Context: an optimization exercise on an open-source flow, tuned for small area, a short achievable clock period and few clock cycles per item. The choices shown serve that exercise and are no tape-out recipe.
In this exercise RTL edits were held to simulation tests only and were not proved equivalent to the original.

**run.sh**
```bash
#!/bin/bash
# synth_recipe.tcl (not shown) runs the flow's synth.tcl, then flattens the netlist and writes it again
# the make line also repeats each setting of config.mk as NAME=value (left out here)
make -C /OpenROAD-flow-scripts/flow DESIGN_CONFIG=/design/flow/config.mk WORK_HOME=/design/flow/orfs CLKGATE_MAP_FILE= SYNTH_SCRIPT=/design/flow/synth_recipe.tcl finish
```
**config.mk**
```make
export PLATFORM = sky130hd
export DESIGN_NAME = muldiv_seq
export DESIGN_NICKNAME = muldiv_seq
export VERILOG_FILES = /design/flow/design.v
export SDC_FILE = /design/flow/constraint.sdc
export NUM_CORES = 4
export LEC_CHECK = 0
export CAP_MARGIN = 20
export CORE_MARGIN = 2
export CORE_UTILIZATION = 40
export SLEW_MARGIN = 20
```
**constraint.sdc**
```tcl
create_clock -name core_clock -period 11.0 [get_ports {clk}]
set_input_delay 2.2000 -clock core_clock [delete_from_list [all_inputs] [get_ports {clk}]]
set_output_delay 2.2000 -clock core_clock [all_outputs]
set_load 0.01 [all_outputs]
```
**design.v**
```verilog
module muldiv_seq #(
   parameter int XLEN    = 32,
   parameter int MUL_LAT = 2
) (
   input  logic            clk,
   input  logic            rst,
   input  logic            start_i,
   input  logic [2:0]      op_i,
   input  logic [XLEN-1:0] rs1_i,
   input  logic [XLEN-1:0] rs2_i,
   input  logic            flush_i,
   output logic            stall_o,
   output logic            busy_o,
   output logic            done_o,
   output logic [XLEN-1:0] result_o
);
   localparam int CW = $clog2(XLEN) + 1;
   localparam logic [CW-1:0] MUL_END = CW'(MUL_LAT > 1 ? MUL_LAT - 2 : 0);
   localparam logic [CW-1:0] DIV_END = CW'(XLEN - 1);
   typedef enum logic [1:0] {S_IDLE, S_MUL, S_DIV, S_DONE} state_t;
   state_t          state, state_nxt;
   logic [CW-1:0]   cnt;
   logic [1:0]      op_q;           
   logic [XLEN-1:0] opa_q;          
   logic [XLEN-1:0] opb_q;          
   logic [XLEN-1:0] rem_q;
   logic [XLEN-1:0] result_q;
   logic            neg_quo_q, neg_rem_q;
   logic            accept, is_mul, div_signed, div_zero, div_ovf, fast;
   logic [XLEN-1:0] fast_res, rs1_mag, rs2_mag;
   assign accept     = (state == S_IDLE) & start_i & ~flush_i;
   assign is_mul     = ~op_i[2];
   assign div_signed = ~op_i[0];
   assign div_zero   = (rs2_i == '0);
   assign div_ovf    = div_signed & (rs1_i == {1'b1, {(XLEN-1){1'b0}}}) & (rs2_i == '1);
   assign fast       = div_zero | div_ovf;
   assign fast_res   = div_zero ? (op_i[1] ? rs1_i : '1) : (op_i[1] ? '0 : rs1_i);
   assign rs1_mag    = (div_signed & rs1_i[XLEN-1]) ? -rs1_i : rs1_i;
   assign rs2_mag    = (div_signed & rs2_i[XLEN-1]) ? -rs2_i : rs2_i;
   logic              mul_idle, m_a_sgn, m_b_sgn;
   logic [1:0]        m_op;
   logic [XLEN-1:0]   m_a, m_b, mul_res;
   logic [2*XLEN-1:0] m_a_ext, m_b_ext, product;
   assign mul_idle = (state == S_IDLE);
   assign m_op     = mul_idle ? op_i[1:0] : op_q;
   assign m_a      = mul_idle ? rs1_i : opa_q;
   assign m_b      = mul_idle ? rs2_i : opb_q;
   assign m_a_sgn  = (m_op != 2'b11);    
   assign m_b_sgn  = ~m_op[1];           
   assign m_a_ext  = {{XLEN{m_a_sgn & m_a[XLEN-1]}}, m_a};
   assign m_b_ext  = {{XLEN{m_b_sgn & m_b[XLEN-1]}}, m_b};
   assign product  = m_a_ext * m_b_ext;  
   assign mul_res  = (m_op == 2'b00) ? product[XLEN-1:0] : product[2*XLEN-1:XLEN];
   logic [XLEN:0]   div_tmp, div_sub;
   logic            div_ge;
   logic [XLEN-1:0] rem_nxt, quo_nxt, quo_fix, rem_fix, div_res;
   assign div_tmp = {rem_q, opa_q[XLEN-1]};
   assign div_sub = div_tmp - {1'b0, opb_q};
   assign div_ge  = ~div_sub[XLEN];
   assign rem_nxt = div_ge ? div_sub[XLEN-1:0] : div_tmp[XLEN-1:0];
   assign quo_nxt = {opa_q[XLEN-2:0], div_ge};
   assign quo_fix = neg_quo_q ? -quo_nxt : quo_nxt;
   assign rem_fix = neg_rem_q ? -rem_nxt : rem_nxt;
   assign div_res = op_q[1] ? rem_fix : quo_fix;
   logic mul_last, div_last;
   assign mul_last = (cnt == MUL_END);
   assign div_last = (cnt == DIV_END);
   always_ff @(posedge clk or negedge rst) begin
      if (!rst) state <= S_IDLE;
      else      state <= state_nxt;
   end
   always_comb begin
      state_nxt = state;
      case (state)
         S_IDLE: begin
            if (accept) begin
               if (is_mul)    state_nxt = (MUL_LAT == 1) ? S_DONE : S_MUL;
               else if (fast) state_nxt = S_DONE;
               else           state_nxt = S_DIV;
            end
         end
         S_MUL: begin
            if (flush_i)       state_nxt = S_IDLE;
            else if (mul_last) state_nxt = S_DONE;
         end
         S_DIV: begin
            if (flush_i)       state_nxt = S_IDLE;
            else if (div_last) state_nxt = S_DONE;
         end
         S_DONE:  state_nxt = S_IDLE;
         default: state_nxt = S_IDLE;
      endcase
   end
   always_ff @(posedge clk or negedge rst) begin
      if (!rst) begin
         cnt       <= '0;
         op_q      <= '0;
         opa_q     <= '0;
         opb_q     <= '0;
         rem_q     <= '0;
         result_q  <= '0;
         neg_quo_q <= 1'b0;
         neg_rem_q <= 1'b0;
      end else begin
         case (state)
            S_IDLE: begin
               if (accept) begin
                  cnt  <= '0;
                  op_q <= op_i[1:0];
                  if (is_mul) begin
                     opa_q <= rs1_i;
                     opb_q <= rs2_i;
                     if (MUL_LAT == 1) result_q <= mul_res;
                  end else begin
                     opa_q     <= rs1_mag;
                     opb_q     <= rs2_mag;
                     rem_q     <= '0;
                     neg_quo_q <= div_signed & (rs1_i[XLEN-1] ^ rs2_i[XLEN-1]);
                     neg_rem_q <= div_signed & rs1_i[XLEN-1];
                     if (fast) result_q <= fast_res;
                  end
               end
            end
            S_MUL: begin
               cnt <= cnt + 1'b1;
               if (!flush_i && mul_last) result_q <= mul_res;
            end
            S_DIV: begin
               cnt   <= cnt + 1'b1;
               opa_q <= quo_nxt;
               rem_q <= rem_nxt;
               if (!flush_i && div_last) result_q <= div_res;
            end
            default: ;
         endcase
      end
   end
   assign stall_o  = rst & (accept | (state == S_MUL) | (state == S_DIV));
   assign busy_o   = (state != S_IDLE);
   assign done_o   = (state == S_DONE);
   assign result_o = result_q;
endmodule
```
==> flow_summary_export.csv <==
group,metric,value,unit
finish,final.fill_count,12300,
setup_path,startpoint,"rs1_i[17]",
setup_path,rrSetupSlack,0.89,ns
global_route,grt_pass1_vias,45500,
setup_path,cp_slowest_cell,"clkdlybuf4s50_1",
timing,rsz0062_at_grt,"false",
timing,finalSetupViolCount,0,
finish,diodes,0,
yosys,ys_seq_area_share,6.95,%
floorplanning,dieHeight,359,um
flow_run,max_cap_violations,0,
routing,wl,191,mm
finish,layout_commonest_cell,"inv_1",
yosys,synth_nets,7409,
placement,port_buffers,105,
clock_network,cts_setup_buffers,0,
yosys,synth_edf_count,0,
setup_path,arrival,11.04,ns
routing,wire_per_inst,23.9,um
hold_path,hp-class,"flip-flop to flip-flop",
timing,slew_headroom,24.2,%
timing,max_freq,93.5,MHz
clock_network,h-tree-depth,4,
global_route,antenna_found_initial,6,
timing,whs,0.483,ns
clock_network,worstSkewPairLatency,0.47,ns
yosys,synth_top_area_cell,"fa_1",
yosys,synth-main-ff-cell,"dfrtp_1",
global_route,grt_usage,29.8,%
routing,dr.first_iter.drc_count,4216,
clock_network,root_buffer,"clkbuf_16",
finish,final_area,0.0581,mm^2
finish,nets,7773,
placement,post-dp-hpwl,161,mm
yosys,async_flop_share,100,%
clock_network,cts.sinks,140,
setup_path,cpMostUsedCell,"fa_1",
global_route,grt_pass1_wl,289,mm
routing,vias,43500,
yosys,syn-instance-count,5956,
finish,drive_gt1_share,11.0,%
routing,via_per_inst,5.45,
global_route,grt_overflow,0,
routing,drcViolationCount,0,
status,status,"timing/DRC/antenna clean",
global_route,grt_max_degree,83,
timing,min_period,10.70,ns
yosys,yosys_warnings,1,
finish,area_delta_synth_final,15.2,%
yosys,synth_top_area_share,44.7,%
finish,final_cell_mix,"1,176 x inv_1, 1,126 x fa_1, 1,012 x nand2_1",
setup_path,cp-end-kind,"flip-flop",
setup_path,timing.rr.start,"state[0]",
yosys,ys_top_cells_by_area,"fa_1 45%, inv_1 8.8%, nand2_1 7.5%",
timing,tns,0,ns
yosys,synth_area,0.0504,mm^2
hold_path,whs_path_depth,2,
yosys,yosysUniqueCellTypes,93,
timing,finClkSkew,0.0161,ns
clock_network,cts_buffer_depth,2,
setup_path,critPathKind,"primary input to flip-flop",
setup_path,start_kind,"primary input",
yosys,ys_ff_latch,140,
routing,ant_nets,0,
clock_network,cts_buffers,17,
timing,hold_violations,0,
floorplanning,core_area,0.125,mm^2
yosys,syn_avg_cell_area,8.46,um^2
timing,slew_violations,0,
setup_path,reg2reg_depth,34,
clock_network,cts_tree,"built",
floorplanning,fp.dieArea,0.129,mm^2
floorplanning,die_w,359,um
timing,fin_ws,0.303,ns
floorplanning,start_util,40.2,%
hold_path,hold_end,"opb_q[5]",
floorplanning,ioPinCount,106,
setup_path,timing.rr.end,"result_q[25]",
routing,drtPass1Iterations,6,
floorplanning,rows,130,
placement,pre_cts_ws,-0.313,ns
setup_path,cpPeakStageDelay,0.58,ns
clock_network,cts.clk_slew.worst_paths,0.08,ns
placement,gp_congestion,0.987,
hold_path,hp-start,"opb_q[5]",
timing,tightest_slew,1.14,ns
placement,placed_cell_area,0.0574,mm^2
setup_path,critPathRequiredTime,11.34,ns
setup_path,cp_max_fo,6,
timing,fin_crit_sh,97.2,%
==> area by class of cell <==
class	count	area, um^2	area share [%]
Sequential cell	140	3500	6.03
Clock buffer	17	425	0.733
Tap cell	1650	2060	3.56
Multi-Input combinational cell	4332	41500	71.5
Inverter	1180	4430	7.64
Timing Repair Buffer	649	5890	10.1
Clock inverter	15	211	0.364
==> stage by stage <==
step,instances,utilization (%)
floorplan,5956,-
global placement,7951,45.8
detailed placement,7951,45.8
CTS,7983,46.3
global route,7983,46.3
finish,7983,46.3
==> critical path, delay by kind of cell <==
family,cells,cell delay (ns)
buffers and inverters,9,1.33
adder cells (fa/ha/maj),9,4.26
AO/OA/AOI/OAI,7,1.62
AND/OR/NAND/NOR,6,1.32
multiplexers,1,0.30
==> worst max-delay path by stage <==
| stage | endpoint | slack [ns] | depth (start not counted) |
|---|---|---|---|
| after floorplan | result_q[28] | 0.19 | 32 |
| after global placement | result_q[19] | -0.31 | 35 |
| after detailed placement | result_q[19] | -0.31 | 33 |
| after CTS | result_q[19] | 0.15 | 33 |
| after global routing | result_q[25] | 0.01 | 30 |
| final | result_q[25] | 0.30 | 32 |
==> Yosys cell counts (32+ instances only) <==
cell type,number
xnor2_1,110
a21oi_1,194
nand2_1,1012
mux2_2,36
buf_1,32
ha_1,256
dfrtp_1,140
clkbuf_1,255
mux2i_1,71
nor2_1,532
nor3_1,38
fa_1,1126
inv_1,1177
a21o_1,36
nand3_1,35
o21ai_0,270
xor2_1,86
==> sequential cells by signal, summed over array words and instances, names as in the netlist <==
name / count
neg_rem_q: 1
rem_q: 32
cnt: 6
neg_quo_q: 1
opb_q: 32
result_q: 32
state: 2
op_q: 2
opa_q: 32
==> what timing repair did <==
| item | 4_1_cts | 5_1_grt |
|---|---|---|
| endpoints found under the setup margin | 0 | 6 |
| hold buffers | 0 | 0 |
| resized for setup | 0 | 10 |
==> kinds of logic after synthesis <==
| family | after synthesis | synth area share [%] |
|---|---|---|
| and+or+nand+nor | 1825 | 15.1 |
| xor gates and xnor gates | 196 | 3.41 |
| adders and majority gates | 1392 | 51.3 |
| muxes | 107 | 2.21 |
| buffers and inverters | 1484 | 11.2 |
| DFF | 140 | 6.95 |
| AOI/OAI and AO/OA | 812 | 9.95 |
==> layer usage <==
metal | wire [um] | GRT usage (%) | vias up
li1 | - | - | 19000
met1 | 77300 | 39.7 | 22300
met2 | 89300 | 48.8 | 1908
met3 | 15000 | 4.52 | 329
met4 | 8970 | 12.0 | 6
met5 | 40 | 0 | -
Testbench counts, summed over its fixed seeds: cycles 43,618, items 2,400.

[port drivers added, routing unchanged]
The flow's constraints put no driver on any port. The routed layout listed below was extracted and timed again, unchanged, in two steps. Step 1 sets driving cells, clkbuf_16 on the clock port and buf_2 on the other inputs (assumed; they add their load-dependent delay and slew). Step 2, shift: input delay + t, output delay - t, t = (earliest + latest rising clock arrival at the registers) / 2. This alone moves slack from input paths to output paths. Three values: no drivers, after step 1, after step 2; two values: the first two.
t, ns: 0.519
setup WS [ns]: 0.303 / 0.340 / -0.179
latest minus earliest clock arrival (ns): 0.016 / 0.016
slew at the worst register clock pin (ns): 0.08 / 0.08
Met with ideal ports but missed after step 2: setup timing in this run. The setup slack of this run moves by +0.037 ns with the drivers and by -0.482 ns with both steps.
